Context: an optimization exercise on an open-source flow, tuned for small area and few clock cycles. The choices shown serve that exercise and are no tape-out recipe. Function was checked by simulation only, so behaviour that the tests miss may differ from the original. No activity file was given, so power comes from the tool's default toggle rates.

== run A ==
==> module imu_uart_frame_parser, before the edit <==
module imu_uart_frame_parser #(
    parameter int FRAME_BYTES = 11,
    parameter int COUNT_BITS  = 32
) (
    input  logic        i_clk,
    input  logic        i_rst_n,
    input  logic        push,
    output logic        full,
    input  logic [7:0]  i_rx_byte,
    output logic        empty,
    input  logic        pop,
    output logic        o_frame_done,
    output logic [1:0]  o_frame_status,
    output logic signed [15:0] o_roll_sample,
    output logic signed [15:0] o_pitch_sample,
    output logic signed [15:0] o_yaw_sample,
    output logic signed [15:0] o_roll_centideg,
    output logic signed [15:0] o_pitch_centideg,
    output logic signed [15:0] o_yaw_centideg,
    output logic [31:0] o_total_bytes,
    output logic [31:0] o_checksum_failures,
    output logic [31:0] o_rate_frames,
    output logic [31:0] o_angle_frames
);
    localparam logic [3:0] LAST_POS = 4'(FRAME_BYTES - 1);
    localparam logic [3:0] POS_DONE = 4'd12;
    logic        r_valid;
    logic [3:0]  r_pos;
    logic [7:0]  r_sum;
    logic [1:0]  r_kind;           
    logic [7:0]  r_pay [6];        
    logic [15:0] r_raw [3];        
    logic [15:0] r_cd [3];         
    logic [15:0] r_cdq [2];        
    logic [5:0]  r_lo;             
    logic [5:0]  n_lo;
    logic [15:0] cd_in;
    logic [15:0] cd_out;
    logic [COUNT_BITS-1:0] r_total;
    logic [COUNT_BITS-1:0] r_fail;
    logic [COUNT_BITS-1:0] r_rate;
    logic [COUNT_BITS-1:0] r_angle;
    logic        accept;
    logic        inc_fail;
    logic        inc_rate;
    logic        inc_angle;
    logic [7:0]  sum_next;
    logic        hunt;
    logic        done;
    logic        hdr;
    logic        good_type;
    logic        close;
    logic [1:0]  status;
    assign full      = r_valid && !pop;
    assign accept    = push && !full;
    assign hdr       = (i_rx_byte == imuf_pkg::HDR_BYTE);
    assign good_type = (i_rx_byte == imuf_pkg::TYPE_ACC) || (i_rx_byte == imuf_pkg::TYPE_RATE) ||
                       (i_rx_byte == imuf_pkg::TYPE_ANGLE);
    assign done      = (r_pos[3:2] == 2'b11);
    assign hunt      = (r_pos == 4'd0) || done;
    assign close     = (r_pos == LAST_POS);
    assign status    = (r_sum != i_rx_byte) ? imuf_pkg::ST_BADSUM : r_kind;
    function automatic logic [COUNT_BITS-1:0] f_inc(input logic [COUNT_BITS-1:0] x,
                                                    input logic en);
        logic c;
        c = en;
        for (int i = 0; i < COUNT_BITS; i++) begin
            f_inc[i] = x[i] ^ c;
            c        = x[i] & c;
        end
    endfunction
    function automatic logic [7:0] f_add8(input logic [7:0] a, input logic [7:0] b);
        logic c;
        c = 1'b0;
        for (int i = 0; i < 8; i++) begin
            f_add8[i] = a[i] ^ b[i] ^ c;
            c         = (a[i] & b[i]) | (c & (a[i] ^ b[i]));
        end
    endfunction
    assign sum_next  = f_add8(r_sum, i_rx_byte);
    assign inc_fail  = accept && close && (status == imuf_pkg::ST_BADSUM);
    assign inc_rate  = accept && close && (status == imuf_pkg::ST_RATE);
    assign inc_angle = accept && close && (status == imuf_pkg::ST_ANGLE);
    always_ff @(posedge i_clk) begin
        if (!i_rst_n) begin
            r_valid <= 1'b0;
        end else if (accept) begin
            r_valid <= 1'b1;
        end else if (pop) begin
            r_valid <= 1'b0;
        end
    end
    always_ff @(posedge i_clk) begin
        if (!i_rst_n) begin
            r_pos <= '0;
        end else if (accept) begin
            if (hunt) begin
                r_pos <= hdr ? 4'd1 : 4'd0;
            end else if (r_pos == 4'd1) begin
                r_pos <= good_type ? 4'd2 : (hdr ? 4'd1 : 4'd0);
            end else if (close) begin
                r_pos <= POS_DONE | {2'b00, status};
            end else begin
                r_pos <= r_pos + 4'd1;
            end
        end
    end
    always_ff @(posedge i_clk) begin
        if (accept) begin
            if (hunt || (r_pos == 4'd1 && !good_type)) begin
                r_sum <= imuf_pkg::HDR_BYTE;
            end else begin
                r_sum <= sum_next;
            end
            if (r_pos == 4'd1) begin
                r_kind <= ~i_rx_byte[1:0];
            end
            if (r_pos >= 4'd2 && r_pos <= 4'd7) begin
                for (int k = 0; k < 5; k++) begin
                    r_pay[k] <= r_pay[k+1];
                end
                r_pay[5] <= i_rx_byte;
            end
            r_lo <= n_lo;
            if (r_pos == 4'd5) begin
                r_cdq[0] <= cd_out;
            end
            if (r_pos == 4'd7) begin
                r_cdq[1] <= cd_out;
            end
        end
    end
    always_ff @(posedge i_clk) begin
        if (!i_rst_n) begin
            r_total <= '0;
            r_fail  <= '0;
            r_rate  <= '0;
            r_angle <= '0;
            for (int a = 0; a < 3; a++) begin
                r_raw[a] <= '0;
                r_cd[a]  <= '0;
            end
        end else begin
            r_total <= f_inc(r_total, accept);
            r_fail  <= f_inc(r_fail, inc_fail);
            r_rate  <= f_inc(r_rate, inc_rate);
            r_angle <= f_inc(r_angle, inc_angle);
            if (inc_angle) begin
                for (int a = 0; a < 3; a++) begin
                    r_raw[a] <= {r_pay[2*a+1], r_pay[2*a]};
                end
                r_cd[0] <= r_cdq[0];
                r_cd[1] <= r_cdq[1];
                r_cd[2] <= cd_out;
            end
        end
    end
    assign cd_in = r_pos[3] ? {r_pay[5], r_pay[4]} : {r_pay[4], r_pay[3]};
    imuf_cd_lo u_cd_lo (.i_raw({r_pay[5], r_pay[4]}), .o_lo(n_lo));
    imuf_cd_hi u_cd_hi (.i_raw(cd_in), .i_lo(r_lo), .o_cd(cd_out));
    assign empty               = !r_valid;
    assign o_frame_done        = done;
    assign o_frame_status      = done ? r_pos[1:0] : imuf_pkg::ST_ANGLE;
    assign o_roll_sample       = r_raw[0];
    assign o_pitch_sample      = r_raw[1];
    assign o_yaw_sample        = r_raw[2];
    assign o_roll_centideg     = r_cd[0];
    assign o_pitch_centideg    = r_cd[1];
    assign o_yaw_centideg      = r_cd[2];
    assign o_total_bytes       = 32'(r_total);
    assign o_checksum_failures = 32'(r_fail);
    assign o_rate_frames       = 32'(r_rate);
    assign o_angle_frames      = 32'(r_angle);
endmodule
clock: 10.0 ns
lec_check: 0
abc_area: 1
cap_margin: 20
core_margin: 2
core_utilization: 70
slew_margin: 20
standard.sh (not shown) runs the stock make flow with config.mk's settings and CLKGATE_MAP_FILE= SYNTH_SCRIPT=/design/flow/synth_recipe.tcl, a recipe that flattens the netlist after the stock synthesis.
==> flow/flow/run.sh <==
#!/bin/bash
# Own layout flow: the standard flow (standard synthesis, floorplan, power
# grid, placement, CTS, routing) with these settings changed:
#  - the port buffers that global placement inserts are buf_1 cells;
#  - CTS builds the tree from clkbuf_8 cells, clusters up to 20 registers per
#    leaf buffer and adds no dummy loads.
# make's full output goes to flow_make.log in the work folder; ORFS keeps
# each step's own log under orfs/logs.
set -euo pipefail
export BUFFER_PORTS_ARGS="-buffer_cell sky130_fd_sc_hd__buf_1"
export CTS_ARGS="-sink_clustering_enable -repair_clock_nets -dont_use_dummy_load -buf_list sky130_fd_sc_hd__clkbuf_8 -sink_clustering_size 20 -sink_clustering_max_diameter 80"
bash standard.sh finish > flow_make.log 2>&1
Testbench counts of run A, summed over its fixed seeds: cycles 55,008.
What run B does differently from run A at the input level:
--- a/flow/design.v
+++ b/flow/design.v
@@ -207,13 +207,15 @@
                     r_pay[k] <= r_pay[k+1];
                 end
                 r_pay[5] <= i_rx_byte;
             end
-            r_lo <= n_lo;
-            if (r_pos == 4'd5) begin
+            if (r_pos == 4'd3 || r_pos == 4'd5 || r_pos == 4'd7) begin
+                r_lo <= n_lo;
+            end
+            if (r_pos == 4'd4) begin
                 r_cdq[0] <= cd_out;
             end
-            if (r_pos == 4'd7) begin
+            if (r_pos == 4'd6) begin
                 r_cdq[1] <= cd_out;
             end
         end
     end
@@ -241,10 +243,10 @@
                 r_cd[2] <= cd_out;
             end
         end
     end
-    assign cd_in = r_pos[3] ? {r_pay[5], r_pay[4]} : {r_pay[4], r_pay[3]};
-    imuf_cd_lo u_cd_lo (.i_raw({r_pay[5], r_pay[4]}), .o_lo(n_lo));
+    assign cd_in = {r_pay[5], r_pay[4]};
+    imuf_cd_lo u_cd_lo (.i_raw({i_rx_byte, r_pay[5]}), .o_lo(n_lo));
     imuf_cd_hi u_cd_hi (.i_raw(cd_in), .i_lo(r_lo), .o_cd(cd_out));
     assign empty               = !r_valid;
     assign o_frame_done        = done;
     assign o_frame_status      = done ? r_pos[1:0] : imuf_pkg::ST_ANGLE;
[summary]
Run comparison: run A capture point of the worst path r_cd[2][15]$_SDFFE_PN0N_; run B capture point of the worst path r_rate[31]$_SDFF_PN0_. Run B does worse than run A on shortest clock period the worst path allows after layout. Delta (run B minus run A): tightest hold margin -0.016 ns, core utilization -0.48 points. The lower non-clock buffer count came out of run B. Looking only at sequential cell area fraction in the yosys report, and setting everything else aside, the higher value of run A and run B goes to run B. Cell area, run A and run B: higher on run A. Run A → run B: data arrival time at the worst-slack endpoint now larger, routed wire length moved up, combinational share of power increased by 0.3 points relative to the old numbers, met3 track demand over resource in global routing increased 2.5 points.
Testbench counts of run B, summed over its fixed seeds: cycles 55,008.

re-timing with driven ports:
Ports are ideal in the flow. The routed layouts listed here were re-timed in OpenROAD.
Step 1 sets driving cells, clkbuf_16 on the clock port and buf_2 on the other inputs (assumed; they add their load-dependent delay and slew).
Step 2 also shifts input and output timing later by t, the mid clock arrival at the registers, as if the neighbouring blocks saw the same clock.
Slacks: ideal ports / drivers / drivers and shift; pairs: ideal ports / drivers.
| run | shift t [ns] | setup WS [ns] | worst slew at a driven data input, ns |
|---|---|---|---|
| run A | 0.554 | 1.123 / 1.123 / 0.720 | 0.03 |
| run B | 0.575 | 1.012 / 1.033 / 0.458 | 0.03 |
After both steps every run listed still meets setup and hold. For run B, which loses most, drivers alone change the setup slack by +0.021 ns; drivers and shift together by -0.554 ns.
